This design comes from an exercise in tuning for a short achievable clock period, few clock cycles and low power on the open sky130 flow, not from production work.
RTL that was checked went through simulation tests only; none was proved equivalent to the original.
The RTL of runs 2 to 4 was laid out without a check of its function.
Power is estimated from default activity; no workload was simulated.

## flow/design.v (module list and top-level ports; edited modules follow where they fit)
// module mac_lane_sum: 1967 lines
// module mac_vector_engine: 588 lines
module mac_vector_engine (
  input logic clk,
  input logic reset_n,
  input logic start,
  input logic clear,
  input logic [9:0] vec_len,
  input logic signed [47:0] bias,
  input logic in_valid,
  input logic [35:0] in_a,
  input logic [35:0] in_b,
  input logic out_ready,
  output logic busy,
  output logic in_ready,
  output logic out_valid,
  output logic signed [17:0] out_data,
  output logic signed [47:0] out_acc,
  output logic acc_overflow
);
  // ...
==> flow/run.sh <==
#!/bin/bash
# synth_recipe.tcl (not shown) runs the flow's synth.tcl, then flattens the netlist and writes it again
# the make line also repeats each setting of config.mk as NAME=value (left out here)
make -C /OpenROAD-flow-scripts/flow DESIGN_CONFIG=/design/flow/config.mk WORK_HOME=/design/flow/orfs CLKGATE_MAP_FILE= SYNTH_SCRIPT=/design/flow/synth_recipe.tcl finish
==> flow/config.mk <==
export PLATFORM = sky130hd
export DESIGN_NAME = mac_vector_engine
export DESIGN_NICKNAME = mac_vector_engine
export VERILOG_FILES = /design/flow/design.v
export SDC_FILE = /design/flow/constraint.sdc
export NUM_CORES = 4
export LEC_CHECK = 0
export ABC_CLOCK_PERIOD_IN_PS = 2900
export CAP_MARGIN = 20
export CORE_MARGIN = 2
export CORE_UTILIZATION = 60
export CTS_BUF_LIST = sky130_fd_sc_hd__clkbuf_16
export CTS_CLUSTER_DIAMETER = 80
export CTS_CLUSTER_SIZE = 40
export SETUP_SLACK_MARGIN = 4.1
export SLEW_MARGIN = 20
==> flow/constraint.sdc <==
create_clock -name core_clock -period 7.0 [get_ports {clk}]
set_input_delay 1.4000 -clock core_clock [delete_from_list [all_inputs] [get_ports {clk}]]
set_output_delay 1.4000 -clock core_clock [all_outputs]
set_load 0.01 [all_outputs]
==> results.txt, run 1 <==
Wirelength per Cell 21.0 um; number of multi-input logic gates 1891; Placed Instances 3586; Cells after Synth 2915; Fillers 3988; Syn Area/Cell 10.9 sq um; WL met3 6.95 mm; area-dominant cell class after layout multi-input combinational cells; Starting Density 0.605; number of distinct library cells after synthesis 69; Area Overhead vs Synth 11.7%; number of buffers added on ports 205; Nets 3491; XOR/XNOR Fraction of Synth Area 0.108; worst path arrival time 3540 ps; top power group combinational cells; Setup Buffers After CTS 5; crit path cell chain fa_1 > inv_2 > fa_2 > fa_2 > nor2b_1 > o21a_1 > o21ai_4 > a21oi_4 > o41ai_2 > xnor2_1 > mux2_2; I/O pin count 206; Hold-fix buffers, CTS 0; Root Buffer clkbuf_16; largest family of logic cells by synthesized area adder cells; WS Path Type flop to flop; clk tree area frac 0.0341; sequential cell count 523; status finished clean; Pint 0.00695 W; slowest CP cell fa_1; # resized after CTS 167; hold crit path type flop to flop; Slew Limit Fails 0; Core ar. 0.0523 sq mm; Synth Area in Adders 0.238; DRC viols 0; Metal-1 WL 33.0 mm; sequential group share of total power 0.377; Reg area 0.0119 sq mm; crit share post-route 0.429; Power Combinational 0.00491 W; Worst Tran Pin Value 1030 ps; hold path cells 0; fin crit period 3000 ps
Testbench counts, summed over its fixed seeds: cycles 12,350.
==> module mac_vector_engine, before the edit <==
module mac_vector_engine (
  input logic clk,
  input logic reset_n,
  input logic start,
  input logic clear,
  input logic [9:0] vec_len,
  input logic signed [47:0] bias,
  input logic in_valid,
  input logic [35:0] in_a,
  input logic [35:0] in_b,
  input logic out_ready,
  output logic busy,
  output logic in_ready,
  output logic out_valid,
  output logic signed [17:0] out_data,
  output logic signed [47:0] out_acc,
  output logic acc_overflow
);
  localparam int NST = 2;    
  localparam int HOLD = 3;  
  logic busy_q, ir_q, pv_q, inf_q, ov_q;
  logic [9:0] plen_q, rem_q;
  logic [$clog2(HOLD+1)-1:0] hc_q;
  logic [47:0] bias_q;
  logic res_done;
  wire cur = rem_q != '0;
  wire pl0 = plen_q == 10'd0, pl1 = plen_q == 10'd1, pl2 = plen_q == 10'd2;
  wire r1 = rem_q == 10'd1, r2 = rem_q == 10'd2;
  wire pseudo = !cur && pv_q && pl0 && !inf_q;   
  wire [9:0] rem_m1 = (cur ? rem_q : plen_q) - 10'd1;
  wire blast_t = cur ? r1 : pl1;                 
  wire hc_hi = hc_q > 1;
  wire take = in_valid && ir_q;
  wire pop = ov_q && out_ready;
  wire accept = start && !busy_q;               
  wire vl0 = vec_len == 10'd0, vl1 = vec_len == 10'd1;
  wire infn = inf_q && !pop;
  wire consume = (take && !cur) || pseudo;      
  wire bfirst = consume;
  wire blast = pseudo || (take && blast_t);
  wire ir_t = cur ? (r1 ? (pv_q ? (!pl0 && !pl1) : (accept && !vl0 && !vl1)) : !(r2 && infn))
                  : (!pl1 && !(pl2 && infn));
  wire ir_n = cur ? !(r1 && infn)
                  : (pv_q ? (!pseudo && !pl0 && !(pl1 && infn)) : (accept && !vl0 && !(vl1 && infn)));
  always_ff @(posedge clk or negedge reset_n) begin
    if (!reset_n) begin
      busy_q <= 1'b0;
      ir_q <= 1'b0;
      pv_q <= 1'b0;
      inf_q <= 1'b0;
      ov_q <= 1'b0;
      rem_q <= '0;
      hc_q <= '0;
    end else begin
      busy_q <= !clear && (accept || pv_q || hc_hi);
      ir_q <= !clear && (take ? ir_t : ir_n);
      pv_q <= !clear && (accept || (pv_q && !consume));
      inf_q <= !clear && (blast || infn);
      ov_q <= !clear && (res_done || (ov_q && !pop));
      rem_q <= clear ? '0 : take ? rem_m1 : rem_q;
      hc_q <= clear ? '0 : consume ? HOLD[$clog2(HOLD+1)-1:0] : hc_q - {{($clog2(HOLD+1)-1){1'b0}}, hc_q != '0};
    end
  end
  always_ff @(posedge clk) begin
    if (!busy_q) begin
      plen_q <= vec_len;
      bias_q <= bias;
    end
  end
  logic [35:0] a_q;
  logic [17:0] one_q, two_q, neg_q;
  logic rb_q;
  always_ff @(posedge clk) begin
    a_q <= in_valid ? in_a : '0;
    rb_q <= take;
    for (int l = 0; l < 2; l++)
      for (int i = 0; i < 9; i++) begin
        one_q[l*9+i] <= in_valid && (in_b[l*18+2*i] ^ (i == 0 ? 1'b0 : in_b[l*18+2*i-1]));
        two_q[l*9+i] <= in_valid && (i == 0 ? (in_b[l*18+1] & ~in_b[l*18])
                               : ((in_b[l*18+2*i+1] & ~in_b[l*18+2*i] & ~in_b[l*18+2*i-1]) |
                                  (~in_b[l*18+2*i+1] & in_b[l*18+2*i] & in_b[l*18+2*i-1])));
        neg_q[l*9+i] <= in_valid && in_b[l*18+2*i+1];
      end
  end
  logic [NST:0] fp_q, lp_q;
  always_ff @(posedge clk or negedge reset_n) begin
    if (!reset_n) lp_q <= '0;
    else if (clear) lp_q <= '0;
    else lp_q <= {lp_q[NST-1:0], blast};
  end
  always_ff @(posedge clk) fp_q <= {fp_q[NST-1:0], bfirst};
  wire fa_q = fp_q[NST], la_q = lp_q[NST];
  logic [2-1:0] fk_q, lk_q;
  always_ff @(posedge clk or negedge reset_n) begin
    if (!reset_n) lk_q <= '0;
    else if (clear) lk_q <= '0;
    else lk_q <= {lk_q, la_q};
  end
  always_ff @(posedge clk) fk_q <= {fk_q, fa_q};
  wire [47:0] s_t, c_t;
  mac_lane_sum u_sum (.clk(clk), .v_i(rb_q), .a_i(a_q), .one_i(one_q), .two_i(two_q), .neg_i(neg_q), .s_o(s_t), .c_o(c_t));
  logic [47:0] res_q;
  logic ovf_q, rovf_q;
  wire [15:0] s0 = s_t[15:0];
  wire [15:0] c0 = c_t[15:0];
  wire ldn0 = fp_q[NST-1], st0 = la_q;
  logic [15:0] acc0_q;
  wire [15:0] x0 = acc0_q;
  wire [15:0] p0 = x0 ^ s0 ^ c0;
  wire [15:0] g0 = (x0 & s0) | (x0 & c0) | (s0 & c0);
  wire [15:0] k0_p0 = p0 ^ {g0[14:0], 1'b0};
  wire [15:0] k0_g0 = p0 & {g0[14:0], 1'b0};
  wire [15:0] k0_G0 = {k0_g0[15:1], k0_g0[0] | (k0_p0[0] & 1'b0)};
  wire [15:0] k0_P0 = k0_p0;
  wire [15:0] k0_G1, k0_P1;
  assign k0_G1[0] = k0_G0[0];
  assign k0_P1[0] = k0_P0[0];
  assign k0_G1[1] = k0_G0[1] | (k0_P0[1] & k0_G0[0]);
  assign k0_P1[1] = k0_P0[1] & k0_P0[0];
  assign k0_G1[2] = k0_G0[2] | (k0_P0[2] & k0_G0[1]);
  assign k0_P1[2] = k0_P0[2] & k0_P0[1];
  assign k0_G1[3] = k0_G0[3] | (k0_P0[3] & k0_G0[2]);
  assign k0_P1[3] = k0_P0[3] & k0_P0[2];
  assign k0_G1[4] = k0_G0[4] | (k0_P0[4] & k0_G0[3]);
  assign k0_P1[4] = k0_P0[4] & k0_P0[3];
  assign k0_G1[5] = k0_G0[5] | (k0_P0[5] & k0_G0[4]);
  assign k0_P1[5] = k0_P0[5] & k0_P0[4];
  assign k0_G1[6] = k0_G0[6] | (k0_P0[6] & k0_G0[5]);
  assign k0_P1[6] = k0_P0[6] & k0_P0[5];
  assign k0_G1[7] = k0_G0[7] | (k0_P0[7] & k0_G0[6]);
  assign k0_P1[7] = k0_P0[7] & k0_P0[6];
  assign k0_G1[8] = k0_G0[8] | (k0_P0[8] & k0_G0[7]);
  assign k0_P1[8] = k0_P0[8] & k0_P0[7];
  assign k0_G1[9] = k0_G0[9] | (k0_P0[9] & k0_G0[8]);
  assign k0_P1[9] = k0_P0[9] & k0_P0[8];
  assign k0_G1[10] = k0_G0[10] | (k0_P0[10] & k0_G0[9]);
  assign k0_P1[10] = k0_P0[10] & k0_P0[9];
  assign k0_G1[11] = k0_G0[11] | (k0_P0[11] & k0_G0[10]);
  assign k0_P1[11] = k0_P0[11] & k0_P0[10];
  assign k0_G1[12] = k0_G0[12] | (k0_P0[12] & k0_G0[11]);
  assign k0_P1[12] = k0_P0[12] & k0_P0[11];
  assign k0_G1[13] = k0_G0[13] | (k0_P0[13] & k0_G0[12]);
  assign k0_P1[13] = k0_P0[13] & k0_P0[12];
  assign k0_G1[14] = k0_G0[14] | (k0_P0[14] & k0_G0[13]);
  assign k0_P1[14] = k0_P0[14] & k0_P0[13];
  assign k0_G1[15] = k0_G0[15] | (k0_P0[15] & k0_G0[14]);
  assign k0_P1[15] = k0_P0[15] & k0_P0[14];
  wire [15:0] k0_G2, k0_P2;
  assign k0_G2[0] = k0_G1[0];
  assign k0_P2[0] = k0_P1[0];
  assign k0_G2[1] = k0_G1[1];
  assign k0_P2[1] = k0_P1[1];
  assign k0_G2[2] = k0_G1[2] | (k0_P1[2] & k0_G1[0]);
  assign k0_P2[2] = k0_P1[2] & k0_P1[0];
  assign k0_G2[3] = k0_G1[3] | (k0_P1[3] & k0_G1[1]);
  assign k0_P2[3] = k0_P1[3] & k0_P1[1];
  assign k0_G2[4] = k0_G1[4] | (k0_P1[4] & k0_G1[2]);
  assign k0_P2[4] = k0_P1[4] & k0_P1[2];
  assign k0_G2[5] = k0_G1[5] | (k0_P1[5] & k0_G1[3]);
  assign k0_P2[5] = k0_P1[5] & k0_P1[3];
  assign k0_G2[6] = k0_G1[6] | (k0_P1[6] & k0_G1[4]);
  assign k0_P2[6] = k0_P1[6] & k0_P1[4];
  assign k0_G2[7] = k0_G1[7] | (k0_P1[7] & k0_G1[5]);
  assign k0_P2[7] = k0_P1[7] & k0_P1[5];
  assign k0_G2[8] = k0_G1[8] | (k0_P1[8] & k0_G1[6]);
  assign k0_P2[8] = k0_P1[8] & k0_P1[6];
  assign k0_G2[9] = k0_G1[9] | (k0_P1[9] & k0_G1[7]);
  assign k0_P2[9] = k0_P1[9] & k0_P1[7];
  assign k0_G2[10] = k0_G1[10] | (k0_P1[10] & k0_G1[8]);
  assign k0_P2[10] = k0_P1[10] & k0_P1[8];
  assign k0_G2[11] = k0_G1[11] | (k0_P1[11] & k0_G1[9]);
  assign k0_P2[11] = k0_P1[11] & k0_P1[9];
  assign k0_G2[12] = k0_G1[12] | (k0_P1[12] & k0_G1[10]);
  assign k0_P2[12] = k0_P1[12] & k0_P1[10];
  assign k0_G2[13] = k0_G1[13] | (k0_P1[13] & k0_G1[11]);
  assign k0_P2[13] = k0_P1[13] & k0_P1[11];
  assign k0_G2[14] = k0_G1[14] | (k0_P1[14] & k0_G1[12]);
  assign k0_P2[14] = k0_P1[14] & k0_P1[12];
  assign k0_G2[15] = k0_G1[15] | (k0_P1[15] & k0_G1[13]);
  assign k0_P2[15] = k0_P1[15] & k0_P1[13];
  wire [15:0] k0_G3, k0_P3;
  assign k0_G3[0] = k0_G2[0];
  assign k0_P3[0] = k0_P2[0];
  assign k0_G3[1] = k0_G2[1];
  assign k0_P3[1] = k0_P2[1];
  assign k0_G3[2] = k0_G2[2];
  assign k0_P3[2] = k0_P2[2];
  assign k0_G3[3] = k0_G2[3];
  assign k0_P3[3] = k0_P2[3];
  assign k0_G3[4] = k0_G2[4] | (k0_P2[4] & k0_G2[0]);
  assign k0_P3[4] = k0_P2[4] & k0_P2[0];
  assign k0_G3[5] = k0_G2[5] | (k0_P2[5] & k0_G2[1]);
  assign k0_P3[5] = k0_P2[5] & k0_P2[1];
  assign k0_G3[6] = k0_G2[6] | (k0_P2[6] & k0_G2[2]);
  assign k0_P3[6] = k0_P2[6] & k0_P2[2];
  assign k0_G3[7] = k0_G2[7] | (k0_P2[7] & k0_G2[3]);
  assign k0_P3[7] = k0_P2[7] & k0_P2[3];
  assign k0_G3[8] = k0_G2[8] | (k0_P2[8] & k0_G2[4]);
  assign k0_P3[8] = k0_P2[8] & k0_P2[4];
  assign k0_G3[9] = k0_G2[9] | (k0_P2[9] & k0_G2[5]);
  assign k0_P3[9] = k0_P2[9] & k0_P2[5];
  assign k0_G3[10] = k0_G2[10] | (k0_P2[10] & k0_G2[6]);
  assign k0_P3[10] = k0_P2[10] & k0_P2[6];
  assign k0_G3[11] = k0_G2[11] | (k0_P2[11] & k0_G2[7]);
  assign k0_P3[11] = k0_P2[11] & k0_P2[7];
  assign k0_G3[12] = k0_G2[12] | (k0_P2[12] & k0_G2[8]);
  assign k0_P3[12] = k0_P2[12] & k0_P2[8];
  assign k0_G3[13] = k0_G2[13] | (k0_P2[13] & k0_G2[9]);
  assign k0_P3[13] = k0_P2[13] & k0_P2[9];
  assign k0_G3[14] = k0_G2[14] | (k0_P2[14] & k0_G2[10]);
  assign k0_P3[14] = k0_P2[14] & k0_P2[10];
  assign k0_G3[15] = k0_G2[15] | (k0_P2[15] & k0_G2[11]);
  assign k0_P3[15] = k0_P2[15] & k0_P2[11];
  wire [15:0] k0_G4, k0_P4;
  assign k0_G4[0] = k0_G3[0];
  assign k0_P4[0] = k0_P3[0];
  assign k0_G4[1] = k0_G3[1];
  assign k0_P4[1] = k0_P3[1];
  assign k0_G4[2] = k0_G3[2];
  assign k0_P4[2] = k0_P3[2];
  assign k0_G4[3] = k0_G3[3];
  assign k0_P4[3] = k0_P3[3];
  assign k0_G4[4] = k0_G3[4];
  assign k0_P4[4] = k0_P3[4];
  assign k0_G4[5] = k0_G3[5];
  assign k0_P4[5] = k0_P3[5];
  assign k0_G4[6] = k0_G3[6];
  assign k0_P4[6] = k0_P3[6];
  assign k0_G4[7] = k0_G3[7];
  assign k0_P4[7] = k0_P3[7];
  assign k0_G4[8] = k0_G3[8] | (k0_P3[8] & k0_G3[0]);
  assign k0_P4[8] = k0_P3[8] & k0_P3[0];
  assign k0_G4[9] = k0_G3[9] | (k0_P3[9] & k0_G3[1]);
  assign k0_P4[9] = k0_P3[9] & k0_P3[1];
  assign k0_G4[10] = k0_G3[10] | (k0_P3[10] & k0_G3[2]);
  assign k0_P4[10] = k0_P3[10] & k0_P3[2];
  assign k0_G4[11] = k0_G3[11] | (k0_P3[11] & k0_G3[3]);
  assign k0_P4[11] = k0_P3[11] & k0_P3[3];
  assign k0_G4[12] = k0_G3[12] | (k0_P3[12] & k0_G3[4]);
  assign k0_P4[12] = k0_P3[12] & k0_P3[4];
  assign k0_G4[13] = k0_G3[13] | (k0_P3[13] & k0_G3[5]);
  assign k0_P4[13] = k0_P3[13] & k0_P3[5];
  assign k0_G4[14] = k0_G3[14] | (k0_P3[14] & k0_G3[6]);
  assign k0_P4[14] = k0_P3[14] & k0_P3[6];
  assign k0_G4[15] = k0_G3[15] | (k0_P3[15] & k0_G3[7]);
  assign k0_P4[15] = k0_P3[15] & k0_P3[7];
  wire [16:0] k0_y = {k0_G4[15], k0_p0 ^ {k0_G4[14:0], 1'b0}};
  wire [16:0] y0 = k0_y;
  logic cg1_q, ca1_q;
  always_ff @(posedge clk) begin
    cg1_q <= g0[15];
    ca1_q <= y0[16];
  end
  always_ff @(posedge clk) begin
    acc0_q <= ldn0 ? bias_q[15:0] : y0[15:0];
    if (st0) res_q[15:0] <= y0[15:0];
  end
  logic [15:0] sd1_q [1];
  logic [15:0] cd1_q [1];
  always_ff @(posedge clk) begin
    sd1_q[0] <= s_t[31:16];
    cd1_q[0] <= c_t[31:16];
  end
  wire [15:0] s1 = sd1_q[0];
  wire [15:0] c1 = cd1_q[0];
  wire ldn1 = fa_q, st1 = lk_q[0];
  logic [15:0] acc1_q;
  wire [15:0] x1 = acc1_q;
  wire [15:0] p1 = x1 ^ s1 ^ c1;
  wire [15:0] g1 = (x1 & s1) | (x1 & c1) | (s1 & c1);
  wire [15:0] k1_p0 = p1 ^ {g1[14:0], cg1_q};
  wire [15:0] k1_g0 = p1 & {g1[14:0], cg1_q};
  wire [15:0] k1_G0 = {k1_g0[15:1], k1_g0[0] | (k1_p0[0] & ca1_q)};
  wire [15:0] k1_P0 = k1_p0;
  wire [15:0] k1_G1, k1_P1;
  assign k1_G1[0] = k1_G0[0];
  assign k1_P1[0] = k1_P0[0];
  assign k1_G1[1] = k1_G0[1] | (k1_P0[1] & k1_G0[0]);
  assign k1_P1[1] = k1_P0[1] & k1_P0[0];
  assign k1_G1[2] = k1_G0[2] | (k1_P0[2] & k1_G0[1]);
  assign k1_P1[2] = k1_P0[2] & k1_P0[1];
  assign k1_G1[3] = k1_G0[3] | (k1_P0[3] & k1_G0[2]);
  assign k1_P1[3] = k1_P0[3] & k1_P0[2];
  assign k1_G1[4] = k1_G0[4] | (k1_P0[4] & k1_G0[3]);
  assign k1_P1[4] = k1_P0[4] & k1_P0[3];
  assign k1_G1[5] = k1_G0[5] | (k1_P0[5] & k1_G0[4]);
  assign k1_P1[5] = k1_P0[5] & k1_P0[4];
  assign k1_G1[6] = k1_G0[6] | (k1_P0[6] & k1_G0[5]);
  assign k1_P1[6] = k1_P0[6] & k1_P0[5];
  assign k1_G1[7] = k1_G0[7] | (k1_P0[7] & k1_G0[6]);
  assign k1_P1[7] = k1_P0[7] & k1_P0[6];
  assign k1_G1[8] = k1_G0[8] | (k1_P0[8] & k1_G0[7]);
  assign k1_P1[8] = k1_P0[8] & k1_P0[7];
  assign k1_G1[9] = k1_G0[9] | (k1_P0[9] & k1_G0[8]);
  assign k1_P1[9] = k1_P0[9] & k1_P0[8];
  assign k1_G1[10] = k1_G0[10] | (k1_P0[10] & k1_G0[9]);
  assign k1_P1[10] = k1_P0[10] & k1_P0[9];
  assign k1_G1[11] = k1_G0[11] | (k1_P0[11] & k1_G0[10]);
  assign k1_P1[11] = k1_P0[11] & k1_P0[10];
  assign k1_G1[12] = k1_G0[12] | (k1_P0[12] & k1_G0[11]);
  assign k1_P1[12] = k1_P0[12] & k1_P0[11];
  assign k1_G1[13] = k1_G0[13] | (k1_P0[13] & k1_G0[12]);
  assign k1_P1[13] = k1_P0[13] & k1_P0[12];
  assign k1_G1[14] = k1_G0[14] | (k1_P0[14] & k1_G0[13]);
  assign k1_P1[14] = k1_P0[14] & k1_P0[13];
  assign k1_G1[15] = k1_G0[15] | (k1_P0[15] & k1_G0[14]);
  assign k1_P1[15] = k1_P0[15] & k1_P0[14];
  wire [15:0] k1_G2, k1_P2;
  assign k1_G2[0] = k1_G1[0];
  assign k1_P2[0] = k1_P1[0];
  assign k1_G2[1] = k1_G1[1];
  assign k1_P2[1] = k1_P1[1];
  assign k1_G2[2] = k1_G1[2] | (k1_P1[2] & k1_G1[0]);
  assign k1_P2[2] = k1_P1[2] & k1_P1[0];
  assign k1_G2[3] = k1_G1[3] | (k1_P1[3] & k1_G1[1]);
  assign k1_P2[3] = k1_P1[3] & k1_P1[1];
  assign k1_G2[4] = k1_G1[4] | (k1_P1[4] & k1_G1[2]);
  assign k1_P2[4] = k1_P1[4] & k1_P1[2];
  assign k1_G2[5] = k1_G1[5] | (k1_P1[5] & k1_G1[3]);
  assign k1_P2[5] = k1_P1[5] & k1_P1[3];
  assign k1_G2[6] = k1_G1[6] | (k1_P1[6] & k1_G1[4]);
  assign k1_P2[6] = k1_P1[6] & k1_P1[4];
  assign k1_G2[7] = k1_G1[7] | (k1_P1[7] & k1_G1[5]);
  assign k1_P2[7] = k1_P1[7] & k1_P1[5];
  assign k1_G2[8] = k1_G1[8] | (k1_P1[8] & k1_G1[6]);
  assign k1_P2[8] = k1_P1[8] & k1_P1[6];
  assign k1_G2[9] = k1_G1[9] | (k1_P1[9] & k1_G1[7]);
  assign k1_P2[9] = k1_P1[9] & k1_P1[7];
  assign k1_G2[10] = k1_G1[10] | (k1_P1[10] & k1_G1[8]);
  assign k1_P2[10] = k1_P1[10] & k1_P1[8];
  assign k1_G2[11] = k1_G1[11] | (k1_P1[11] & k1_G1[9]);
  assign k1_P2[11] = k1_P1[11] & k1_P1[9];
  assign k1_G2[12] = k1_G1[12] | (k1_P1[12] & k1_G1[10]);
  assign k1_P2[12] = k1_P1[12] & k1_P1[10];
  assign k1_G2[13] = k1_G1[13] | (k1_P1[13] & k1_G1[11]);
  assign k1_P2[13] = k1_P1[13] & k1_P1[11];
  assign k1_G2[14] = k1_G1[14] | (k1_P1[14] & k1_G1[12]);
  assign k1_P2[14] = k1_P1[14] & k1_P1[12];
  assign k1_G2[15] = k1_G1[15] | (k1_P1[15] & k1_G1[13]);
  assign k1_P2[15] = k1_P1[15] & k1_P1[13];
  wire [15:0] k1_G3, k1_P3;
  assign k1_G3[0] = k1_G2[0];
  assign k1_P3[0] = k1_P2[0];
  assign k1_G3[1] = k1_G2[1];
  assign k1_P3[1] = k1_P2[1];
  assign k1_G3[2] = k1_G2[2];
  assign k1_P3[2] = k1_P2[2];
  assign k1_G3[3] = k1_G2[3];
  assign k1_P3[3] = k1_P2[3];
  assign k1_G3[4] = k1_G2[4] | (k1_P2[4] & k1_G2[0]);
  assign k1_P3[4] = k1_P2[4] & k1_P2[0];
  assign k1_G3[5] = k1_G2[5] | (k1_P2[5] & k1_G2[1]);
  assign k1_P3[5] = k1_P2[5] & k1_P2[1];
  assign k1_G3[6] = k1_G2[6] | (k1_P2[6] & k1_G2[2]);
  assign k1_P3[6] = k1_P2[6] & k1_P2[2];
  assign k1_G3[7] = k1_G2[7] | (k1_P2[7] & k1_G2[3]);
  assign k1_P3[7] = k1_P2[7] & k1_P2[3];
  assign k1_G3[8] = k1_G2[8] | (k1_P2[8] & k1_G2[4]);
  assign k1_P3[8] = k1_P2[8] & k1_P2[4];
  assign k1_G3[9] = k1_G2[9] | (k1_P2[9] & k1_G2[5]);
  assign k1_P3[9] = k1_P2[9] & k1_P2[5];
  assign k1_G3[10] = k1_G2[10] | (k1_P2[10] & k1_G2[6]);
  assign k1_P3[10] = k1_P2[10] & k1_P2[6];
  assign k1_G3[11] = k1_G2[11] | (k1_P2[11] & k1_G2[7]);
  assign k1_P3[11] = k1_P2[11] & k1_P2[7];
  assign k1_G3[12] = k1_G2[12] | (k1_P2[12] & k1_G2[8]);
  assign k1_P3[12] = k1_P2[12] & k1_P2[8];
  assign k1_G3[13] = k1_G2[13] | (k1_P2[13] & k1_G2[9]);
  assign k1_P3[13] = k1_P2[13] & k1_P2[9];
  assign k1_G3[14] = k1_G2[14] | (k1_P2[14] & k1_G2[10]);
  assign k1_P3[14] = k1_P2[14] & k1_P2[10];
  assign k1_G3[15] = k1_G2[15] | (k1_P2[15] & k1_G2[11]);
  assign k1_P3[15] = k1_P2[15] & k1_P2[11];
  wire [15:0] k1_G4, k1_P4;
  assign k1_G4[0] = k1_G3[0];
  assign k1_P4[0] = k1_P3[0];
  assign k1_G4[1] = k1_G3[1];
  assign k1_P4[1] = k1_P3[1];
  assign k1_G4[2] = k1_G3[2];
  assign k1_P4[2] = k1_P3[2];
  assign k1_G4[3] = k1_G3[3];
  assign k1_P4[3] = k1_P3[3];
  assign k1_G4[4] = k1_G3[4];
  assign k1_P4[4] = k1_P3[4];
  assign k1_G4[5] = k1_G3[5];
  assign k1_P4[5] = k1_P3[5];
  assign k1_G4[6] = k1_G3[6];
  assign k1_P4[6] = k1_P3[6];
  assign k1_G4[7] = k1_G3[7];
  assign k1_P4[7] = k1_P3[7];
  assign k1_G4[8] = k1_G3[8] | (k1_P3[8] & k1_G3[0]);
  assign k1_P4[8] = k1_P3[8] & k1_P3[0];
  assign k1_G4[9] = k1_G3[9] | (k1_P3[9] & k1_G3[1]);
  assign k1_P4[9] = k1_P3[9] & k1_P3[1];
  assign k1_G4[10] = k1_G3[10] | (k1_P3[10] & k1_G3[2]);
  assign k1_P4[10] = k1_P3[10] & k1_P3[2];
  assign k1_G4[11] = k1_G3[11] | (k1_P3[11] & k1_G3[3]);
  assign k1_P4[11] = k1_P3[11] & k1_P3[3];
  assign k1_G4[12] = k1_G3[12] | (k1_P3[12] & k1_G3[4]);
  assign k1_P4[12] = k1_P3[12] & k1_P3[4];
  assign k1_G4[13] = k1_G3[13] | (k1_P3[13] & k1_G3[5]);
  assign k1_P4[13] = k1_P3[13] & k1_P3[5];
  assign k1_G4[14] = k1_G3[14] | (k1_P3[14] & k1_G3[6]);
  assign k1_P4[14] = k1_P3[14] & k1_P3[6];
  assign k1_G4[15] = k1_G3[15] | (k1_P3[15] & k1_G3[7]);
  assign k1_P4[15] = k1_P3[15] & k1_P3[7];
  wire [16:0] k1_y = {k1_G4[15], k1_p0 ^ {k1_G4[14:0], ca1_q}};
  wire [16:0] y1 = k1_y;
  logic cg2_q, ca2_q;
  always_ff @(posedge clk) begin
    cg2_q <= g1[15];
    ca2_q <= y1[16];
  end
  always_ff @(posedge clk) begin
    acc1_q <= ldn1 ? bias_q[31:16] : y1[15:0];
    if (st1) res_q[31:16] <= y1[15:0];
  end
  logic [15:0] sd2_q [2];
  logic [15:0] cd2_q [2];
  always_ff @(posedge clk) begin
    sd2_q[0] <= s_t[47:32];
    cd2_q[0] <= c_t[47:32];
    sd2_q[1] <= sd2_q[0];
    cd2_q[1] <= cd2_q[0];
  end
  wire [15:0] s2 = sd2_q[1];
  wire [15:0] c2 = cd2_q[1];
  wire ldn2 = fk_q[0], st2 = lk_q[1];
  logic [15:0] acc2_q;
  wire [15:0] x2 = acc2_q;
  wire [15:0] p2 = x2 ^ s2 ^ c2;
  wire [15:0] g2 = (x2 & s2) | (x2 & c2) | (s2 & c2);
  wire [15:0] k2_p0 = p2 ^ {g2[14:0], cg2_q};
  wire [15:0] k2_g0 = p2 & {g2[14:0], cg2_q};
  wire [15:0] k2_G0 = {k2_g0[15:1], k2_g0[0] | (k2_p0[0] & ca2_q)};
  wire [15:0] k2_P0 = k2_p0;
  wire [15:0] k2_G1, k2_P1;
  assign k2_G1[0] = k2_G0[0];
  assign k2_P1[0] = k2_P0[0];
  assign k2_G1[1] = k2_G0[1] | (k2_P0[1] & k2_G0[0]);
  assign k2_P1[1] = k2_P0[1] & k2_P0[0];
  assign k2_G1[2] = k2_G0[2] | (k2_P0[2] & k2_G0[1]);
  assign k2_P1[2] = k2_P0[2] & k2_P0[1];
  assign k2_G1[3] = k2_G0[3] | (k2_P0[3] & k2_G0[2]);
  assign k2_P1[3] = k2_P0[3] & k2_P0[2];
  assign k2_G1[4] = k2_G0[4] | (k2_P0[4] & k2_G0[3]);
  assign k2_P1[4] = k2_P0[4] & k2_P0[3];
  assign k2_G1[5] = k2_G0[5] | (k2_P0[5] & k2_G0[4]);
  assign k2_P1[5] = k2_P0[5] & k2_P0[4];
  assign k2_G1[6] = k2_G0[6] | (k2_P0[6] & k2_G0[5]);
  assign k2_P1[6] = k2_P0[6] & k2_P0[5];
  assign k2_G1[7] = k2_G0[7] | (k2_P0[7] & k2_G0[6]);
  assign k2_P1[7] = k2_P0[7] & k2_P0[6];
  assign k2_G1[8] = k2_G0[8] | (k2_P0[8] & k2_G0[7]);
  assign k2_P1[8] = k2_P0[8] & k2_P0[7];
  assign k2_G1[9] = k2_G0[9] | (k2_P0[9] & k2_G0[8]);
  assign k2_P1[9] = k2_P0[9] & k2_P0[8];
  assign k2_G1[10] = k2_G0[10] | (k2_P0[10] & k2_G0[9]);
  assign k2_P1[10] = k2_P0[10] & k2_P0[9];
  assign k2_G1[11] = k2_G0[11] | (k2_P0[11] & k2_G0[10]);
  assign k2_P1[11] = k2_P0[11] & k2_P0[10];
  assign k2_G1[12] = k2_G0[12] | (k2_P0[12] & k2_G0[11]);
  assign k2_P1[12] = k2_P0[12] & k2_P0[11];
  assign k2_G1[13] = k2_G0[13] | (k2_P0[13] & k2_G0[12]);
  assign k2_P1[13] = k2_P0[13] & k2_P0[12];
  assign k2_G1[14] = k2_G0[14] | (k2_P0[14] & k2_G0[13]);
  assign k2_P1[14] = k2_P0[14] & k2_P0[13];
  assign k2_G1[15] = k2_G0[15] | (k2_P0[15] & k2_G0[14]);
  assign k2_P1[15] = k2_P0[15] & k2_P0[14];
  wire [15:0] k2_G2, k2_P2;
  assign k2_G2[0] = k2_G1[0];
  assign k2_P2[0] = k2_P1[0];
  assign k2_G2[1] = k2_G1[1];
  assign k2_P2[1] = k2_P1[1];
  assign k2_G2[2] = k2_G1[2] | (k2_P1[2] & k2_G1[0]);
  assign k2_P2[2] = k2_P1[2] & k2_P1[0];
  assign k2_G2[3] = k2_G1[3] | (k2_P1[3] & k2_G1[1]);
  assign k2_P2[3] = k2_P1[3] & k2_P1[1];
  assign k2_G2[4] = k2_G1[4] | (k2_P1[4] & k2_G1[2]);
  assign k2_P2[4] = k2_P1[4] & k2_P1[2];
  assign k2_G2[5] = k2_G1[5] | (k2_P1[5] & k2_G1[3]);
  assign k2_P2[5] = k2_P1[5] & k2_P1[3];
  assign k2_G2[6] = k2_G1[6] | (k2_P1[6] & k2_G1[4]);
  assign k2_P2[6] = k2_P1[6] & k2_P1[4];
  assign k2_G2[7] = k2_G1[7] | (k2_P1[7] & k2_G1[5]);
  assign k2_P2[7] = k2_P1[7] & k2_P1[5];
  assign k2_G2[8] = k2_G1[8] | (k2_P1[8] & k2_G1[6]);
  assign k2_P2[8] = k2_P1[8] & k2_P1[6];
  assign k2_G2[9] = k2_G1[9] | (k2_P1[9] & k2_G1[7]);
  assign k2_P2[9] = k2_P1[9] & k2_P1[7];
  assign k2_G2[10] = k2_G1[10] | (k2_P1[10] & k2_G1[8]);
  assign k2_P2[10] = k2_P1[10] & k2_P1[8];
  assign k2_G2[11] = k2_G1[11] | (k2_P1[11] & k2_G1[9]);
  assign k2_P2[11] = k2_P1[11] & k2_P1[9];
  assign k2_G2[12] = k2_G1[12] | (k2_P1[12] & k2_G1[10]);
  assign k2_P2[12] = k2_P1[12] & k2_P1[10];
  assign k2_G2[13] = k2_G1[13] | (k2_P1[13] & k2_G1[11]);
  assign k2_P2[13] = k2_P1[13] & k2_P1[11];
  assign k2_G2[14] = k2_G1[14] | (k2_P1[14] & k2_G1[12]);
  assign k2_P2[14] = k2_P1[14] & k2_P1[12];
  assign k2_G2[15] = k2_G1[15] | (k2_P1[15] & k2_G1[13]);
  assign k2_P2[15] = k2_P1[15] & k2_P1[13];
  wire [15:0] k2_G3, k2_P3;
  assign k2_G3[0] = k2_G2[0];
  assign k2_P3[0] = k2_P2[0];
  assign k2_G3[1] = k2_G2[1];
  assign k2_P3[1] = k2_P2[1];
  assign k2_G3[2] = k2_G2[2];
  assign k2_P3[2] = k2_P2[2];
  assign k2_G3[3] = k2_G2[3];
  assign k2_P3[3] = k2_P2[3];
  assign k2_G3[4] = k2_G2[4] | (k2_P2[4] & k2_G2[0]);
  assign k2_P3[4] = k2_P2[4] & k2_P2[0];
  assign k2_G3[5] = k2_G2[5] | (k2_P2[5] & k2_G2[1]);
  assign k2_P3[5] = k2_P2[5] & k2_P2[1];
  assign k2_G3[6] = k2_G2[6] | (k2_P2[6] & k2_G2[2]);
  assign k2_P3[6] = k2_P2[6] & k2_P2[2];
  assign k2_G3[7] = k2_G2[7] | (k2_P2[7] & k2_G2[3]);
  assign k2_P3[7] = k2_P2[7] & k2_P2[3];
  assign k2_G3[8] = k2_G2[8] | (k2_P2[8] & k2_G2[4]);
  assign k2_P3[8] = k2_P2[8] & k2_P2[4];
  assign k2_G3[9] = k2_G2[9] | (k2_P2[9] & k2_G2[5]);
  assign k2_P3[9] = k2_P2[9] & k2_P2[5];
  assign k2_G3[10] = k2_G2[10] | (k2_P2[10] & k2_G2[6]);
  assign k2_P3[10] = k2_P2[10] & k2_P2[6];
  assign k2_G3[11] = k2_G2[11] | (k2_P2[11] & k2_G2[7]);
  assign k2_P3[11] = k2_P2[11] & k2_P2[7];
  assign k2_G3[12] = k2_G2[12] | (k2_P2[12] & k2_G2[8]);
  assign k2_P3[12] = k2_P2[12] & k2_P2[8];
  assign k2_G3[13] = k2_G2[13] | (k2_P2[13] & k2_G2[9]);
  assign k2_P3[13] = k2_P2[13] & k2_P2[9];
  assign k2_G3[14] = k2_G2[14] | (k2_P2[14] & k2_G2[10]);
  assign k2_P3[14] = k2_P2[14] & k2_P2[10];
  assign k2_G3[15] = k2_G2[15] | (k2_P2[15] & k2_G2[11]);
  assign k2_P3[15] = k2_P2[15] & k2_P2[11];
  wire [15:0] k2_G4, k2_P4;
  assign k2_G4[0] = k2_G3[0];
  assign k2_P4[0] = k2_P3[0];
  assign k2_G4[1] = k2_G3[1];
  assign k2_P4[1] = k2_P3[1];
  assign k2_G4[2] = k2_G3[2];
  assign k2_P4[2] = k2_P3[2];
  assign k2_G4[3] = k2_G3[3];
  assign k2_P4[3] = k2_P3[3];
  assign k2_G4[4] = k2_G3[4];
  assign k2_P4[4] = k2_P3[4];
  assign k2_G4[5] = k2_G3[5];
  assign k2_P4[5] = k2_P3[5];
  assign k2_G4[6] = k2_G3[6];
  assign k2_P4[6] = k2_P3[6];
  assign k2_G4[7] = k2_G3[7];
  assign k2_P4[7] = k2_P3[7];
  assign k2_G4[8] = k2_G3[8] | (k2_P3[8] & k2_G3[0]);
  assign k2_P4[8] = k2_P3[8] & k2_P3[0];
  assign k2_G4[9] = k2_G3[9] | (k2_P3[9] & k2_G3[1]);
  assign k2_P4[9] = k2_P3[9] & k2_P3[1];
  assign k2_G4[10] = k2_G3[10] | (k2_P3[10] & k2_G3[2]);
  assign k2_P4[10] = k2_P3[10] & k2_P3[2];
  assign k2_G4[11] = k2_G3[11] | (k2_P3[11] & k2_G3[3]);
  assign k2_P4[11] = k2_P3[11] & k2_P3[3];
  assign k2_G4[12] = k2_G3[12] | (k2_P3[12] & k2_G3[4]);
  assign k2_P4[12] = k2_P3[12] & k2_P3[4];
  assign k2_G4[13] = k2_G3[13] | (k2_P3[13] & k2_G3[5]);
  assign k2_P4[13] = k2_P3[13] & k2_P3[5];
  assign k2_G4[14] = k2_G3[14] | (k2_P3[14] & k2_G3[6]);
  assign k2_P4[14] = k2_P3[14] & k2_P3[6];
  assign k2_G4[15] = k2_G3[15] | (k2_P3[15] & k2_G3[7]);
  assign k2_P4[15] = k2_P3[15] & k2_P3[7];
  wire [16:0] k2_y = {k2_G4[15], k2_p0 ^ {k2_G4[14:0], ca2_q}};
  wire [16:0] y2 = k2_y;
  always_ff @(posedge clk) begin
    acc2_q <= ldn2 ? bias_q[47:32] : y2[15:0];
    if (st2) res_q[47:32] <= y2[15:0];
  end
  wire ovf_step = (x2[15] ^ y2[15]) & (x2[15] ^ x2[14]);
  wire ovf_new = ovf_q | ovf_step;
  always_ff @(posedge clk) begin
    ovf_q <= !ldn2 && ovf_new;
    if (st2) rovf_q <= ovf_new;
  end
  assign res_done = st2;
  assign busy = busy_q;
  assign in_ready = ir_q;
  assign out_valid = ov_q;
  assign out_acc = res_q;
  assign out_data = res_q[25:8];
  assign acc_overflow = rovf_q;
endmodule
==> run 2: changes to the inputs <==
--- a/flow/design.v
+++ b/flow/design.v
@@ -2014,8 +2014,8 @@
   wire bfirst = consume;
   wire blast = pseudo || (take && blast_t);
-  wire ir_t = cur ? (r1 ? (pv_q ? (!pl0 && !pl1) : (accept && !vl0 && !vl1)) : !(r2 && infn))
-                  : (!pl1 && !(pl2 && infn));
-  wire ir_n = cur ? !(r1 && infn)
-                  : (pv_q ? (!pseudo && !pl0 && !(pl1 && infn)) : (accept && !vl0 && !(vl1 && infn)));
+  wire nl_t = cur ? (r1 ? (pv_q ? pl1 : (accept && vl1)) : r2) : (!pl1 && pl2);
+  wire inf_t = blast_t || infn;
+  wire nl_n = cur ? r1 : (pv_q ? pl1 : (accept && vl1));
+  wire inf_n = pseudo || infn;
   always_ff @(posedge clk or negedge reset_n) begin
     if (!reset_n) begin
@@ -2029,5 +2029,5 @@
     end else begin
       busy_q <= !clear && (accept || pv_q || hc_hi);
-      ir_q <= !clear && (take ? ir_t : ir_n);
+      ir_q <= !clear && !(take ? (nl_t && inf_t) : (nl_n && inf_n));
       pv_q <= !clear && (accept || (pv_q && !consume));
       inf_q <= !clear && (blast || infn);
--- a/flow/config.mk
+++ b/flow/config.mk
@@ -13,4 +13,4 @@
 export CTS_CLUSTER_DIAMETER = 80
 export CTS_CLUSTER_SIZE = 40
-export SETUP_SLACK_MARGIN = 4.1
+export SETUP_SLACK_MARGIN = 4.2
 export SLEW_MARGIN = 20
==> results.txt, run 2 <==
Worst setup EP type flop; endpoints failing hold 0; drt via density 5.68; PD cells 309 mW/mm^2; fin crit period 3000 ps (-3.77 ps); Synth area leader dfxtp_1; hold crit path type flop to flop; Antenna diodes 0; most frequent cells in the layout fa_1 (311), dfxtp_1 (306), a22oi_1 (305); Starting Density 0.604 (-0.000693); maxcap violations 0; VDD IR-drop max 243 uV; worst path arrival time 3390 ps (-150 ps); most common cell after layout, fill and taps aside fa_1; setup_tns 0 ps; Final Skew 34.4 ps; Root Buffer clkbuf_16; family with the most delay on the worst path compound AO/OA/AOI/OAI gates; initial antenna violation count 0; layout cells sized above 1 0.125; worst hold start u_sum.t2_q[63]; Rows 84; RR Startpoint acc2_q[1]; routed vias 21060; sequential share of the synthesized area 0.368; flops & latches, synth 523; first-pass GRT wire length 121 mm; number of buffers added on ports 205 (unchanged); DRC viols 0 (unchanged); crit path cell chain fa_1 > buf_4 > fa_2 > a211oi_2 > o21ai_2 > a2111oi_4 > o21ai_2 > a311oi_2 > o21bai_1 > xor2_1; critical path startpoint category flop; vias in the first global route 21462; crit share post-route 0.428 (-0.000539); Wirelength per Cell 20.7 um (-1.6%); CTS sink cnt 523; Die Ht 234 um; Die ar. 0.0546 sq mm; Core ar. 0.0523 sq mm (unchanged); status finished clean; Starting DRT DRC Count 1639; Reg area 0.0120 sq mm (+0.72%); Area Overhead vs Synth 14.3%; R2R cell count 10; Critical Path Fanout Max 4; Max Fclk 334 MHz; Fillers 3904 (-2.1%); Nets 3542 (+1.5%); number of distinct library cells after synthesis 61 (-12%); post-route ant nets 0; post-synth top area share 0.249; worst rel slew slack 0.219; CTS buffer count 29; GR Util All Layers 0.283; Top reg by flops u_sum.t1_q; Reg clk slew, reported paths 120 ps; slowest stage delay, CP 510 ps; Cells after Synth 2923 (+0.27%); unrepaired setup endpoints after global routing true; Leak 14.3 nW; Post-synth top cells dfxtp_1 (394), fa_1 (319), a22oi_1 (307); most used cell, CP o21ai_2; Hold-fix buffers, CTS 0 (unchanged); cell area after synthesis 0.0316 sq mm; EDFF count, synth 107; CP required 7390 ps; placer's final routability congestion estimate 0.888; final setup fails 0; slowest CP cell fa_1; Die Width 234 um; Slew Limit Fails 0 (unchanged); Worst Tran Pin Value 1170 ps (+141 ps); Stages on worst setup path 10; Clock Latency Late Sink 650 ps; max reg flops 133; number of iterations in the first detailed-routing pass 7; top-count cell post-synth dfxtp_1; Area contributors post-synth dfxtp_1 (25%), fa_1 (20%), edfxtp_1 (10%); reg2reg setup slack 4000 ps; CTS tree yes; biggest regs u_sum.t1_q (133), u_sum.t2_q (65); H-tree levels 1; Pwr Total 0.0112 W; Worst Setup SP acc2_q[1]; total routed wirelength 76.6 mm; Crit Reg-Reg Endpoint res_q[46]; I/O pin count 206 (unchanged); grt ovf 0; Post-synth top flop dfxtp_1; Critical Path End res_q[46]; dpl hpwl 55.0 mm; Bufs on Longest Clock Path 3; pin count of the biggest net entering global routing 100; ys async rst share 0.0421; synthesis warning total 6; Syn Area/Cell 10.8 sq um (-0.39%); WS Path Type flop to flop; multi-input logic area 0.0186 sq mm; Post-Syn Nets 3469; CP bufs+invs 1
-- run 2: cell types whose count changed after synthesis, sizes merged, moves of 5 or more --
cell   before  now
a21o       20    9
nand3      10    5
nor2b     141  148
nand2      99  105
inv       260  267
o31ai       4   10
mux2       45   38
o21ai      68   62
-- run 2: where the power goes --
group,switching (W),internal [W]
registers,0.000465,0.00370
clock network,0.00122,0.000919
logic,0.00259,0.00230
total,0.00428,0.00692
-- run 2: through the flow --
step,cells,utilization,instance area [sq um],hold WS [ps],setup slack [ps]
floorplan,2923,-,31800,310,4160
global placement,3593,0.644,33700,311,3330
detailed placement,3593,0.644,33700,312,3250
CTS,3666,0.676,35400,329,3990
global route,3707,0.691,36200,333,3910
finish,3707,0.691,36200,325,4000
-- run 2: layout make-up --
class	count	share of cell area
Multi-Input combinational cell	1892	0.514
Sequential cell	523	0.330
Timing Repair Buffer	283	0.0712
Inverter	267	0.0277
Tap cell	688	0.0238
Clock buffer	29	0.0201
Clock inverter	25	0.0125
-- run 2: per-layer routing --
metal / vias up / global-route usage / part of all wire
met3: 151 / 0.0493 / 0.073
met2: 858 / 0.457 / 0.46
met5: - / 0 / 0
met1: 10366 / 0.398 / 0.44
met4: 0 / 0.0682 / 0.024
li1: 9685 / - / -
-- run 2: logic make-up after synthesis --
kind of cell	count (synthesis)	share of synthesized area
simple gates	541	0.0949
flops	523	0.368
buf+inv	508	0.0628
compound gates	506	0.113
fa+ha+maj	410	0.238
xor+xnor	391	0.108
mux	44	0.0154
-- run 2: what timing repair did --
item / CTS / global route
gates resized for setup: 273 / 143
endpoints found under the hold margin: 0 / 0
endpoints found under the setup margin: 214 / 106
pin swaps: 28 / 53
setup buffers: 19 / 41
-- run 2: how the worst min path moves through the flow --
| stage | endpoint | slack, ps | depth (start not counted) |
|---|---|---|---|
| floorplan | c2[1] | 310 | 0 |
| global placement | sd2_q[0][4] | 310 | 0 |
| detailed placement | c2[3] | 310 | 0 |
| CTS | sd2_q[0][3] | 330 | 0 |
| global route | sd2_q[0][3] | 330 | 0 |
| finish | sd2_q[0][3] | 320 | 0 |
==> run 3: changes to the inputs <==
--- a/flow/config.mk
+++ b/flow/config.mk
@@ -11,6 +11,6 @@
 export CORE_UTILIZATION = 60
 export CTS_BUF_LIST = sky130_fd_sc_hd__clkbuf_16
-export CTS_CLUSTER_DIAMETER = 80
+export CTS_CLUSTER_DIAMETER = 70
 export CTS_CLUSTER_SIZE = 40
-export SETUP_SLACK_MARGIN = 4.2
+export SETUP_SLACK_MARGIN = 4.1
 export SLEW_MARGIN = 20
==> results.txt, run 3 <==
most frequent cells in the layout fa_1 (314), dfxtp_1 (312), a22oi_1 (307); Worst Tran Pin Value 1080 ps (-86.9 ps); Stages on worst setup path 12 (+2); CTS sink cnt 523 (unchanged); number of distinct library cells after synthesis 61 (unchanged); R2R cell count 12 (+2); layout cells sized above 1 0.0954 (-0.0298); Hold-fix buffers, CTS 0 (unchanged); top-count cell post-synth dfxtp_1; CP required 7480 ps (+90 ps); final core utilization 0.681 (-0.00999); setup_tns 0 ps (unchanged); flops & latches, synth 523 (unchanged); final worst slack 4000 ps (+1.90 ps); met1 usage 0.401 (+0.00310); routed vias 21021 (-0.19%); Final Skew 45.6 ps (+11.3 ps); Syn Area/Cell 10.8 sq um (unchanged); Top reg by flops u_sum.t1_q; sequential share of the synthesized area 0.368 (unchanged); fin crit period 3000 ps (-1.90 ps); GR Util All Layers 0.287 (+0.00465); slowest CP cell fa_1; Worst setup EP type flop; initial antenna violation count 0 (unchanged); synthesis warning total 6 (unchanged); biggest regs u_sum.t1_q (133), u_sum.t2_q (65); Die Ht 234 um (unchanged); total routed wirelength 77.7 mm (+1.5%); Reg clk slew, reported paths 100 ps (-20 ps); CTS tree yes; CP bufs+invs 2 (+1); H-tree levels 2 (+1); post-synth top area share 0.249 (unchanged); most common cell after layout, fill and taps aside fa_1; Starting Density 0.604 (unchanged); Core ar. 0.0523 sq mm (unchanged); Post-Syn Nets 3469 (unchanged); DRC viols 0 (unchanged); number of buffers added on ports 205 (unchanged); Area contributors post-synth dfxtp_1 (25%), fa_1 (20%), edfxtp_1 (10%); Rows 84 (unchanged); critical path startpoint category flop; Post-synth top flop dfxtp_1; hold crit path type flop to flop; post-route ant nets 0 (unchanged); Die Width 234 um (unchanged); Reg area 0.0119 sq mm (-0.47%); Placed Instances 3595 (+0.056%); Starting DRT DRC Count 1691 (+3.2%); drt via density 5.72 (+0.68%); post-route design area 0.0356 sq mm (-1.4%); dpl ws 3650 ps (+402 ps); EDFF count, synth 107 (unchanged); placer's final routability congestion estimate 0.895 (+0.81%); worst path arrival time 3470 ps (+80 ps); Post-synth top cells dfxtp_1 (394), fa_1 (319), a22oi_1 (307); family with the most delay on the worst path adder cells; unrepaired setup endpoints after global routing true; Antenna diodes 0 (unchanged); Fillers 3947 (+1.1%); I/O pin count 206 (unchanged); endpoints failing hold 0 (unchanged); Cells after Synth 2923 (unchanged); Area after DPL 0.0337 sq mm (about the same); Most Crowded Layer GR met2; Critical Path Fanout Max 2 (-2); Wirelength per Cell 21.1 um (+2.4%); grt ovf 0 (unchanged); most used cell, CP fa_2; crit path cell chain fa_1 > inv_1 > fa_2 > fa_2 > nor2b_2 > o21ai_2 > a21boi_2 > buf_4 > o21ai_4 > nor2b_4 > xnor2_2 > mux2_4; pin count of the biggest net entering global routing 129 (+29%); GR Util met2 0.452 (-0.00509); Leak 14.1 nW (-1.1%); final setup fails 0 (unchanged); crit share post-route 0.428 (about the same); multi-input logic area 0.0183 sq mm (-1.5%); hold path cells 0 (unchanged); Nets 3507 (-0.99%); grt met3 use 0.0599 (+0.0106); number of iterations in the first detailed-routing pass 5 (-2); worst rel slew slack 0.277 (+0.0580); ys async rst share 0.0421 (unchanged); Root Buffer clkbuf_16; maxcap violations 0 (unchanged); first-pass GRT wire length 122 mm (+0.85%); PD cells 310 mW/mm^2 (+0.11%); CTS buffer count 34 (+17%); Bufs on Longest Clock Path 3 (unchanged); Slew Limit Fails 0 (unchanged); WS Path Type flop to flop; VDD IR-drop max 230 uV (-5.3%); Clock Latency Late Sink 600 ps (-50 ps); Synth area leader dfxtp_1; Finished Layout Cells 3675 (-0.86%); Max Fclk 334 MHz (about the same); vias in the first global route 21481 (+0.089%); max reg flops 133 (unchanged); status finished clean; dpl hpwl 55.4 mm (+0.87%); slowest stage delay, CP 530 ps (+20 ps); Die ar. 0.0546 sq mm (unchanged); Area Overhead vs Synth 12.7%; cell area after synthesis 0.0316 sq mm (unchanged)
==> run 3: cell types whose count changed in the layout (fill, tap and decap cells not counted), moves of 8 or more <==
cell             before  now
dlygate4sd2_1        43   58
clkdlybuf4s15_1      12    1
buf_4                70   36
dfxtp_4              75   55
buf_2                 9    1
dfxtp_2              13   27
==> run 3: logic make-up after synthesis <==
kind of cell | count (synthesis) | share of synthesized area
xor gates and xnor gates | 391 | 0.108
buffers and inverters | 508 | 0.0628
DFF | 523 | 0.368
muxes | 44 | 0.0154
and+or+nand+nor | 541 | 0.0949
adders and majority gates | 410 | 0.238
AOI/OAI and AO/OA | 506 | 0.113
==> run 3: report_power, final <==
part	total (W)	internal [W]	switching [W]
sequential	0.00417	0.00370	0.000471
clock	0.00229	0.00108	0.00121
combinational	0.00458	0.00212	0.00246
total	0.0110	0.00690	0.00414
==> run 3: per-layer routing <==
metal | wire length, um | part of all wire | up-vias
li1 | - | - | 9626
met1 | 33900 | 0.44 | 10311
met2 | 35400 | 0.46 | 927
met3 | 6540 | 0.084 | 157
met4 | 1870 | 0.024 | 0
met5 | 0 | 0 | -
==> run 3: final timing paths <==
path,startpoint,endpoint,slack (ps)
min in group asynchronous,reset_n,lk_q[0],1160
setup / recovery,sd1_q[0][0],acc1_q[6],4000
hold / removal,u_sum.t2_q[30],cd1_q[0][1],330
setup reg to reg,sd1_q[0][0],acc1_q[6],4000
hold reg to reg,u_sum.t2_q[30],cd1_q[0][1],330
max in group asynchronous,reset_n,rem_q[4],5320
==> run 3: layout make-up <==
class / instances / area share
Inverter: 267 / 0.0281
Multi-Input combinational cell: 1892 / 0.514
Clock inverter: 27 / 0.0113
Sequential cell: 523 / 0.334
Timing Repair Buffer: 243 / 0.0641
Clock buffer: 35 / 0.0246
Tap cell: 688 / 0.0241
==> run 3: repair_timing <==
action	in CTS	in global routing
gates cloned	0	0
resized for setup	179	92
pin swaps	23	20
endpoints found under the setup margin	190	70
buffers inserted	10	8
==> run 3: metrics by stage <==
step,hold slack (ps),total power [W]
finish,331,0.0110
global route,340,0.0118
CTS,336,0.0109
detailed placement,312,0.00850
global placement,310,0.00837
floorplan,310,0.00717
==> run 4: changes to the inputs <==
--- a/flow/config.mk
+++ b/flow/config.mk
@@ -11,6 +11,6 @@
 export CORE_UTILIZATION = 60
 export CTS_BUF_LIST = sky130_fd_sc_hd__clkbuf_16
-export CTS_CLUSTER_DIAMETER = 70
-export CTS_CLUSTER_SIZE = 40
+export CTS_CLUSTER_DIAMETER = 80
+export CTS_CLUSTER_SIZE = 35
 export SETUP_SLACK_MARGIN = 4.1
 export SLEW_MARGIN = 20
==> results.txt, run 4 <==
top-count cell post-synth dfxtp_1; H-tree levels 1 (-1); Post-Syn Nets 3469 (unchanged); GR Util All Layers 0.285 (-0.00234); worst hold start u_sum.t2_q[60]; RR Startpoint sd1_q[0][0]; post-route ant nets 0 (unchanged); Rows 84 (unchanged); Worst Setup SP sd1_q[0][0]; placer's final routability congestion estimate 0.895 (unchanged); WS Path Type flop to flop; first-pass GRT wire length 121 mm (-0.28%); slowest stage delay, CP 530 ps (about the same); most common cell after layout, fill and taps aside fa_1; CTS sink cnt 523 (unchanged); hold path cells 0 (unchanged); Clock Latency Late Sink 640 ps (+40 ps); Starting Density 0.604 (unchanged); family with the most delay on the worst path adder cells; most frequent cells in the layout fa_1 (313), dfxtp_1 (311), a22oi_1 (307); I/O pin count 206 (unchanged); critical path startpoint category flop; vias in the first global route 21354 (-0.59%); Area Overhead vs Synth 12.4%; CP bufs+invs 2 (unchanged); Synth area leader dfxtp_1; maxcap violations 0 (unchanged); cell area after synthesis 0.0316 sq mm (unchanged); Worst setup EP type flop; initial antenna violation count 0 (unchanged); multi-input logic area 0.0184 sq mm (+0.34%); Wirelength per Cell 21.1 um (-0.24%); Bufs on Longest Clock Path 3 (unchanged); Syn Area/Cell 10.8 sq um (unchanged); worst path arrival time 3540 ps (+70 ps); Reg clk slew, reported paths 120 ps (+20 ps); fin crit period 3020 ps (+24.6 ps); CP required 7520 ps (+40 ps); endpoints failing hold 0 (unchanged); Max Fclk 331 MHz (-0.82%); post-synth top area share 0.249 (unchanged); number of buffers added on ports 205 (unchanged); most used cell, CP fa_2; final core utilization 0.679 (-0.00163); final setup fails 0 (unchanged); Hold-fix buffers, CTS 0 (unchanged); synthesis warning total 6 (unchanged); Leak 14.0 nW (-0.52%); Die Width 234 um (unchanged); number of distinct library cells after synthesis 61 (unchanged); Starting DRT DRC Count 1674 (-1.0%); Stages on worst setup path 12 (unchanged); Worst Tran Pin Value 1090 ps (+12.1 ps); Area contributors post-synth dfxtp_1 (25%), fa_1 (20%), edfxtp_1 (10%); Core ar. 0.0523 sq mm (unchanged); Slew Limit Fails 0 (unchanged); Root Buffer clkbuf_16; R2R cell count 12 (unchanged); DRC viols 0 (unchanged); total routed wirelength 77.4 mm (-0.34%); slowest CP cell fa_1; Fillers 3955 (+0.20%); worst rel slew slack 0.269 (-0.00806); CTS tree yes; EDFF count, synth 107 (unchanged); Reg area 0.0119 sq mm (+0.16%); layout cells sized above 1 0.0982 (+0.00281); Cells after Synth 2923 (unchanged); setup_tns 0 ps (unchanged); unrepaired setup endpoints after global routing true; routed vias 21079 (+0.28%); Antenna diodes 0 (unchanged); drt via density 5.74 (+0.39%); Top reg by flops u_sum.t1_q; Nets 3507 (unchanged); flops & latches, synth 523 (unchanged); PD cells 305 mW/mm^2 (-1.5%); number of iterations in the first detailed-routing pass 6 (+1); CTS buffer count 28 (-18%); ys async rst share 0.0421 (unchanged); crit share post-route 0.432 (+0.00352); pin count of the biggest net entering global routing 129 (unchanged); Die Ht 234 um (unchanged); Die ar. 0.0546 sq mm (unchanged); Post-synth top cells dfxtp_1 (394), fa_1 (319), a22oi_1 (307); max reg flops 133 (unchanged); VDD IR-drop max 211 uV (-8.4%); Post-synth top flop dfxtp_1; hold crit path type flop to flop; crit path cell chain fa_1 > inv_1 > fa_2 > fa_2 > nor2b_2 > o21ai_2 > a21boi_2 > buf_4 > o21ai_4 > nor2b_4 > xnor2_2 > mux2_4; dpl hpwl 55.4 mm (unchanged); sequential share of the synthesized area 0.368 (unchanged); status finished clean; grt ovf 0 (unchanged); Critical Path Fanout Max 3 (+1); Final Skew 27.6 ps (-18.0 ps); biggest regs u_sum.t1_q (133), u_sum.t2_q (65); final hold slack 335 ps (+3.47 ps)
## run 4: cell counts after synthesis
No cell type changed its count.
## run 4: cell families (layout without fill, tap and decap cells)
logic type / count (synthesis) / count (layout) / synth area share
fa+ha+maj: 410 / 410 / 0.238
flops: 523 / 523 / 0.368
xor+xnor: 391 / 391 / 0.108
mux: 44 / 44 / 0.0154
compound gates: 506 / 506 / 0.113
simple gates: 541 / 541 / 0.0949
buf+inv: 508 / 568 / 0.0628
## run 4: worst reg2reg max path, cell delays in order, from the launching register on
cell      delay [ps]
dfxtp_2          340
fa_1             530
inv_1             50
fa_2             390
fa_2             380
nor2b_2          150
o21ai_2          100
a21boi_2         220
buf_4            160
o21ai_4           60
nor2b_4          140
xnor2_2          150
mux2_4           250
## run 4: final cells by class
| class | instances | share of cell area |
|---|---|---|
| clock buffer | 28 | 0.0197 |
| clock inverter | 24 | 0.0112 |
| inverter | 267 | 0.0282 |
| multi-input combinational | 1892 | 0.517 |
| sequential | 523 | 0.335 |
| tap | 688 | 0.0242 |
| timing repair buffer | 249 | 0.0646 |
## run 4: report_power, final
part	total, W	internal, W	switching (W)	leakage [nW]
clock network	0.00206	0.000876	0.00118	0.524
logic	0.00463	0.00215	0.00248	8.89
registers	0.00417	0.00370	0.000470	4.61
total	0.0109	0.00673	0.00413	14.0
## run 4: timing repair
item | in CTS | in global routing
endpoints found under the setup margin | 200 | 68
gates resized for setup | 194 | 104
setup buffers | 14 | 10
gates cloned | 0 | 0
pin swaps | 24 | 26
## run 4: worst paths after layout
check,endpoint,slack [ps]
setup / recovery,acc1_q[6],3980
hold / removal,sd2_q[0][1],330
setup reg to reg,acc1_q[6],3980
hold reg to reg,sd2_q[0][1],330
max in group asynchronous,rem_q[4],5370
min in group asynchronous,lk_q[0],1120
## run 4: through the flow
stage	total power (W)	instances	cell area, sq um	setup WS [ps]
global route	0.0116	3671	35600	3880
finish	0.0109	3671	35600	3980
detailed placement	0.00850	3595	33700	3650
global placement	0.00837	3594	33700	3740
CTS	0.0107	3661	35100	3960
floorplan	0.00717	2923	31700	4090
## run 4: per-layer routing
metal	GRT usage	wire, um
met1	0.402	34000
met2	0.453	35300
met3	0.0574	6290
met4	0.0700	1860
met5	0	0

## separate check: timing with driven ports
The flow's constraints put no driver on any port. The routed layouts listed below were extracted and timed again, unchanged, in two steps.
Step 1, drivers: a clkbuf_16 drives clk and a buf_2 each remaining input, both assumed.
Step 2 moves the port delays by t, midway between the first and last clock arrival at a register: inputs arrive t later, outputs are due t later. That takes back most of the time a late clock gives input paths.
a / b / c = ideal ports / drivers / drivers and shift; a / b = the first two.
run | t, ns | setup slack, ns | latest minus earliest clock arrival (ns)
run 1 | 0.702 | 3.998 / 3.998 / 3.510 | 0.028 / 0.029
run 2 | 0.689 | 4.002 / 4.002 / 3.587 | 0.036 / 0.036
run 3 | 0.635 | 4.003 / 4.003 / 3.719 | 0.046 / 0.046
run 4 | 0.692 | 3.979 / 3.979 / 3.730 | 0.029 / 0.029
After both steps every run listed still meets setup and hold. The setup slack of run 1, which loses most, moves by 0.000 ns with the drivers and by -0.488 ns with both steps.
